Background: an optimization exercise with open tools, aiming at small area. Do not read the settings as production practice.
In this exercise RTL edits were held to simulation tests only and were not proved equivalent to the original.
The flow treats the clock pin as an ideal source, which a real chip does not have.
Power and IR drop assume default switching activity.

job 2865:
// rhythm_video_top
module rhythm_video_top (
   input  wire logic                    clock_65mhz,
   input  wire logic                    reset,
   input  wire logic [1:0]              mode,
   input  wire logic [63:0]             next_notes,
   input  wire logic [25:0]             tempo,
   input  wire logic                    playing_correct,
   output logic [7:0]                   vga_red,
   output logic [7:0]                   vga_green,
   output logic [7:0]                   vga_blue,
   output logic                         vga_hsync,
   output logic                         vga_vsync,
   output logic                         vga_blank_b
);
Size: roughly 190 flip-flops, roughly 120 I/O pins, about 8200 sq um of cells after synthesis.
export LEC_CHECK = 0
export CAP_MARGIN = 20
export CORE_MARGIN = 2
export CORE_UTILIZATION = 70
export CTS_BUF_LIST = sky130_fd_sc_hd__clkbuf_8
export SLEW_MARGIN = 20
create_clock -name core_clock -period 15.0 [get_ports {clock_65mhz}]
standard.sh (not shown) runs the stock make flow with config.mk's settings and CLKGATE_MAP_FILE= SYNTH_SCRIPT=/design/flow/synth_recipe.tcl, a recipe that flattens the netlist after the stock synthesis.
==> flow/flow/run.sh <==
#!/bin/bash
# The standard layout (standard.sh), with these changes:
# - synthesis maps with an area-oriented ABC script (abc_area_map.script)
#   in place of ORFS's speed script; everything else in synthesis is as
#   standard (same scripts, copied so the one file can be replaced)
# - the port buffers are the smallest buffer cell
# - clock tree synthesis with clkbuf_8 only and without dummy loads
set -euo pipefail
W=$(pwd)
rm -rf "$W/orfs_scripts"
cp -r "$FLOW_HOME/scripts" "$W/orfs_scripts"
cp "$W/flow/abc_area_map.script" "$W/orfs_scripts/abc_speed.script"
export SCRIPTS_DIR="$W/orfs_scripts"
export BUFFER_PORTS_ARGS="-buffer_cell sky130_fd_sc_hd__buf_1"
export CTS_ARGS="-sink_clustering_enable -repair_clock_nets -buf_list sky130_fd_sc_hd__clkbuf_8 -dont_use_dummy_load"
bash standard.sh > "$W/standard_make.log" 2>&1
==> flow/flow/abc_area_map.script <==
strash
&get -n
&fraig -x
&put
dc2
dch -f
amap -m
topo
dnsize
Input changes introduced in job 8239 (baseline for comparison: job 2865):
-- flow/flow/run.sh --
<<< job 2865, line 2
# The standard layout (standard.sh), with these changes:
>>> job 8239, line 2
# The standard layout (standard.sh), with two changes:
<<< job 2865, line 7
# - clock tree synthesis with clkbuf_8 only and without dummy loads
>>> job 8239, line 7
<<< job 2865, line 15
export CTS_ARGS="-sink_clustering_enable -repair_clock_nets -buf_list sky130_fd_sc_hd__clkbuf_8 -dont_use_dummy_load"
>>> job 8239, line 14
==> flow/flow/abc_area_map.script <==
strash
dc2
dch -f
amap -m
topo
dnsize
Findings:
Job 8239 was carried through to the last stage, and its layout satisfied the timing, DRC and antenna checks.
The lower leakage power came out of job 2865.
Going from job 2865 to job 8239, the post-route minimum period was found to have gone up by 0.54 ns.
The higher number of iterations in the first detailed-routing pass of job 8239 and job 2865 is in job 2865.
[compare] base=job 2865 new=job 8239: worst hold-check slack went down, routed wire length saw an increase, worst path required time climbed 0.06 ns.
Min highest cell delay on the worst timing path across job 8239 and job 2865: job 2865
The met2 routing resource usage after global routing in job 8239 sits 5.5 points above the value recorded for job 2865.
Compared job 8239 vs job 2865, and area added between synthesis and finish is up in job 8239.
Edits applied to the flow inputs when going from job 8239 to job 850:
-- flow/flow/run.sh --
<<< job 8239, line 2
# The standard layout (standard.sh), with two changes:
>>> job 850, line 2
# The standard layout (standard.sh), with these changes:
<<< job 8239, line 7
>>> job 850, line 7
# - clock tree synthesis with clkbuf_8 only and without dummy loads; then
#   each clock buffer whose clock pins keep a low slew with clkbuf_4 gets
#   clkbuf_4 (clock_leaf_downsize.tcl)
<<< job 8239, line 14
>>> job 850, line 17
export POST_CTS_TCL="$W/flow/clock_leaf_downsize.tcl"
export CTS_ARGS="-sink_clustering_enable -repair_clock_nets -buf_list sky130_fd_sc_hd__clkbuf_8 -dont_use_dummy_load"
-- flow/flow/abc_area_map.script --
<<< job 8239, line 2
>>> job 850, line 2
&get -n
&fraig -x
&put
==> flow/flow/clock_leaf_downsize.tcl (new file) <==
# After clock tree synthesis: give each leaf clock buffer (one that drives
# register clock pins only) the smallest cell of CLK_DOWNSIZE_CELLS that keeps
# the slew at every pin it drives under CLK_DOWNSIZE_SLEW (ns, as estimated
# from placement). The root buffer keeps its cell.
set cells [expr {[info exists ::env(CLK_DOWNSIZE_CELLS)] ? $::env(CLK_DOWNSIZE_CELLS) : "sky130_fd_sc_hd__clkbuf_4"}]
set limit [expr {[info exists ::env(CLK_DOWNSIZE_SLEW)] ? $::env(CLK_DOWNSIZE_SLEW) : 0.105}]
proc clk_sink_slew {inst} {
  set worst 0.0
  foreach opin [get_pins -of_objects $inst -filter "direction==output"] {
    set net [get_nets -of_objects $opin]
    foreach p [get_pins -of_objects $net -filter "direction==input"] {
      set s [get_property $p slew_max]
      if {$s > $worst} { set worst $s }
    }
  }
  return $worst
}
estimate_parasitics -placement
set swapped 0
proc drives_only_registers {inst} {
  foreach opin [get_pins -of_objects $inst -filter "direction==output"] {
    foreach p [get_pins -of_objects [get_nets -of_objects $opin] -filter "direction==input"] {
      # register clock pins are named CLK on this platform
      if {[get_property $p name] ne "CLK"} { return 0 }
    }
  }
  return 1
}
foreach inst [get_cells clkbuf_*] {
  if {![drives_only_registers $inst]} { continue }
  set orig [get_property $inst ref_name]
  foreach c $cells {
    replace_cell $inst $c
    estimate_parasitics -placement
    if {[clk_sink_slew $inst] <= $limit} {
      incr swapped
      puts "clock_leaf_downsize: [get_property $inst name] $orig -> $c"
      break
    }
    replace_cell $inst $orig
    estimate_parasitics -placement
  }
}
puts "clock_leaf_downsize: $swapped buffers resized"
### Flow results
- Job 8239 → job 850: total design power decreased 0.14 mW; number of non-filler instances in the completed layout now sits lower; combinational share of power +0.9 points.
- The termination of the worst setup path comes out u_note_renderer.class_q[1] in one run and u_note_renderer.class_q[0] in the other, namely in job 8239 and job 850 respectively.
- Against job 8239, job 850 reports a met1 usage that is higher.
- From job 8239 to job 850 the numbers moved as follows: initial antenna violation count held steady, maximum operating frequency grew by 9.4%, clock-pin transition on the worst setup and hold timing paths has remained practically unchanged, worst hold slack went up 0.014 ns.
- From job 8239 to job 850 the numbers moved as follows: normalized max-slew margin rose 4.8 points, area added between synthesis and finish -2.6 points, met2 wirelength from detailed routing decreased by 12% relative to the old numbers.
- Job 850 ended with every stage complete and zero timing, DRC or antenna violations.

========
rhythm_video_top again, from the RTL that the note above started with.
export LEC_CHECK = 0
export CAP_MARGIN = 5
export CORE_MARGIN = 2
export CORE_UTILIZATION = 70
export CTS_BUF_LIST = sky130_fd_sc_hd__clkbuf_8
export GPL_TIMING_DRIVEN = 0
export SLEW_MARGIN = 5
create_clock -name core_clock -period 15.0 [get_ports {clock_65mhz}]
==> flow/flow/run.sh <==
#!/bin/bash
# The standard layout (standard.sh), with these changes:
# - synthesis maps with an area-oriented ABC script (abc_area_map.script)
#   in place of ORFS's speed script; everything else in synthesis is as
#   standard (same scripts, copied so the one file can be replaced)
# - the port buffers are the smallest buffer cell
# - clock tree synthesis with clkbuf_8 only and without dummy loads; then
#   each clock buffer whose clock pins keep a low slew with clkbuf_4 gets
#   clkbuf_4 (clock_leaf_downsize.tcl)
set -euo pipefail
W=$(pwd)
rm -rf "$W/orfs_scripts"
cp -r "$FLOW_HOME/scripts" "$W/orfs_scripts"
cp "$W/flow/abc_area_map.script" "$W/orfs_scripts/abc_speed.script"
export SCRIPTS_DIR="$W/orfs_scripts"
export BUFFER_PORTS_ARGS="-buffer_cell sky130_fd_sc_hd__buf_1"
export POST_CTS_TCL="$W/flow/clock_leaf_downsize.tcl"
export CTS_ARGS="-sink_clustering_enable -repair_clock_nets -buf_list sky130_fd_sc_hd__clkbuf_8 -dont_use_dummy_load"
bash standard.sh > "$W/standard_make.log" 2>&1
Other scripts of this flow, unchanged in this note and not shown: flow/flow/abc_area_map.script, flow/flow/clock_leaf_downsize.tcl
Edit:
--- a/flow/config.mk
+++ b/flow/config.mk
@@ -11,3 +11,2 @@
 export CTS_BUF_LIST = sky130_fd_sc_hd__clkbuf_8
-export GPL_TIMING_DRIVEN = 0
 export SLEW_MARGIN = 5
Final cell count goes down by 2.0%.
Wire length goes down by 5.5%.
Non-clock buffer count goes down by 22.
Worst setup slack improved by 80 ps.

========
## the reference run
Another version of the RTL of rhythm_video_top (not shown whole).
Size: roughly 120 I/O pins, ~8500 sq um of cells after synthesis.
Design rhythm_video_top, start of the top module:
module rhythm_video_top (
   input  wire logic                    clock_65mhz,
   input  wire logic                    reset,
   input  wire logic [1:0]              mode,
   input  wire logic [63:0]             next_notes,
   input  wire logic [25:0]             tempo,
   input  wire logic                    playing_correct,
   output logic [7:0]                   vga_red,
   output logic [7:0]                   vga_green,
   output logic [7:0]                   vga_blue,
   output logic                         vga_hsync,
   output logic                         vga_vsync,
   output logic                         vga_blank_b
);
export LEC_CHECK = 0
export CAP_MARGIN = 20
export CORE_MARGIN = 2
export CORE_UTILIZATION = 70
export CTS_BUF_LIST = sky130_fd_sc_hd__clkbuf_8
export SLEW_MARGIN = 20
create_clock -name core_clock -period 15.0 [get_ports {clock_65mhz}]
==> flow/flow/run.sh <==
#!/bin/bash
# The standard layout (standard.sh), with two changes:
# - synthesis maps with an area-oriented ABC script (abc_area_map.script)
#   in place of ORFS's speed script; everything else in synthesis is as
#   standard (same scripts, copied so the one file can be replaced)
# - the port buffers are the smallest buffer cell
set -euo pipefail
W=$(pwd)
rm -rf "$W/orfs_scripts"
cp -r "$FLOW_HOME/scripts" "$W/orfs_scripts"
cp "$W/flow/abc_area_map.script" "$W/orfs_scripts/abc_speed.script"
export SCRIPTS_DIR="$W/orfs_scripts"
export BUFFER_PORTS_ARGS="-buffer_cell sky130_fd_sc_hd__buf_1"
bash standard.sh > "$W/standard_make.log" 2>&1
==> flow/flow/abc_area_map.script <==
strash
dc2
dch -f
amap
topo
dnsize
The reference run: all stages complete, timing, DRC and antenna checks passed
Setup changes, the reference run to the trial run
Settings: CTS_CLUSTER_SIZE: unset -> 30; CTS_CLUSTER_DIAMETER: unset -> 300.
Re minimum setup slack in the final design: no difference whatsoever between the reference run and the trial run.
As far as routed wire length goes, the trial run and the reference run are indistinguishable; the numbers are identical.
From the reference run to the trial run the numbers moved as follows: starting density of the core level, count of unique library cells instantiated by Yosys roughly the same, gate count after technology mapping closely matched the old numbers, count of inserted antenna diode cells saw little to no change.
The trial run and the reference run ended up with roughly the same combinational power.
From the reference run to the trial run, sum of buffers and inverters on the critical path did not move at all.
The reference run -> the trial run: standard cell core area delta 0, exact match
Diff the trial run..the reference run | non-clock buffer count | unchanged
As far as final critical-path share of the clock period goes, the reference run and the trial run are indistinguishable; the numbers are identical.

==> separate check: timing with driven ports <==
No port has a modelled driver above. Below, the same layouts with a new extraction and two added sets of constraints. Step 1: set_driving_cell puts a clkbuf_16 on clock_65mhz and a buf_2 on each other input, an assumption about the parent block. Step 2 adds t to the input delays and takes it off the output delays; t is the mean of the earliest and latest rising clock arrival at the registers after step 1. Input paths then give back, and output paths get back, about the clock's delay inside the block. a / b / c = ideal / step 1 / step 2; a / b = the first two.
| run | t (ns) | slack for setup (ns) | hold slack, ns | slew at the worst register clock pin (ns) |
|---|---|---|---|---|
| job 2865 | 0.488 | 8.749 / 8.749 / 8.749 | 0.402 / 0.402 / 0.402 | 0.09 / 0.09 |
| job 8239 | 0.496 | 8.204 / 8.204 / 8.204 | 0.392 / 0.392 / 0.392 | 0.10 / 0.10 |
| job 850 | 0.483 | 8.788 / 8.788 / 8.788 | 0.405 / 0.405 / 0.405 | 0.10 / 0.10 |
| the first run of note 2 | 0.490 | 8.672 / 8.672 / 8.672 | 0.383 / 0.383 / 0.383 | 0.10 / 0.10 |
| the second run of note 2 | 0.481 | 8.751 / 8.751 / 8.751 | 0.403 / 0.403 / 0.403 | 0.10 / 0.10 |
| the reference run | 0.494 | 8.846 / 8.846 / 8.846 | 0.379 / 0.379 / 0.379 | 0.10 / 0.10 |
| the trial run | 0.494 | 8.846 / 8.846 / 8.846 | 0.379 / 0.379 / 0.379 | 0.10 / 0.10 |
After both steps setup and hold are still met in every run listed.
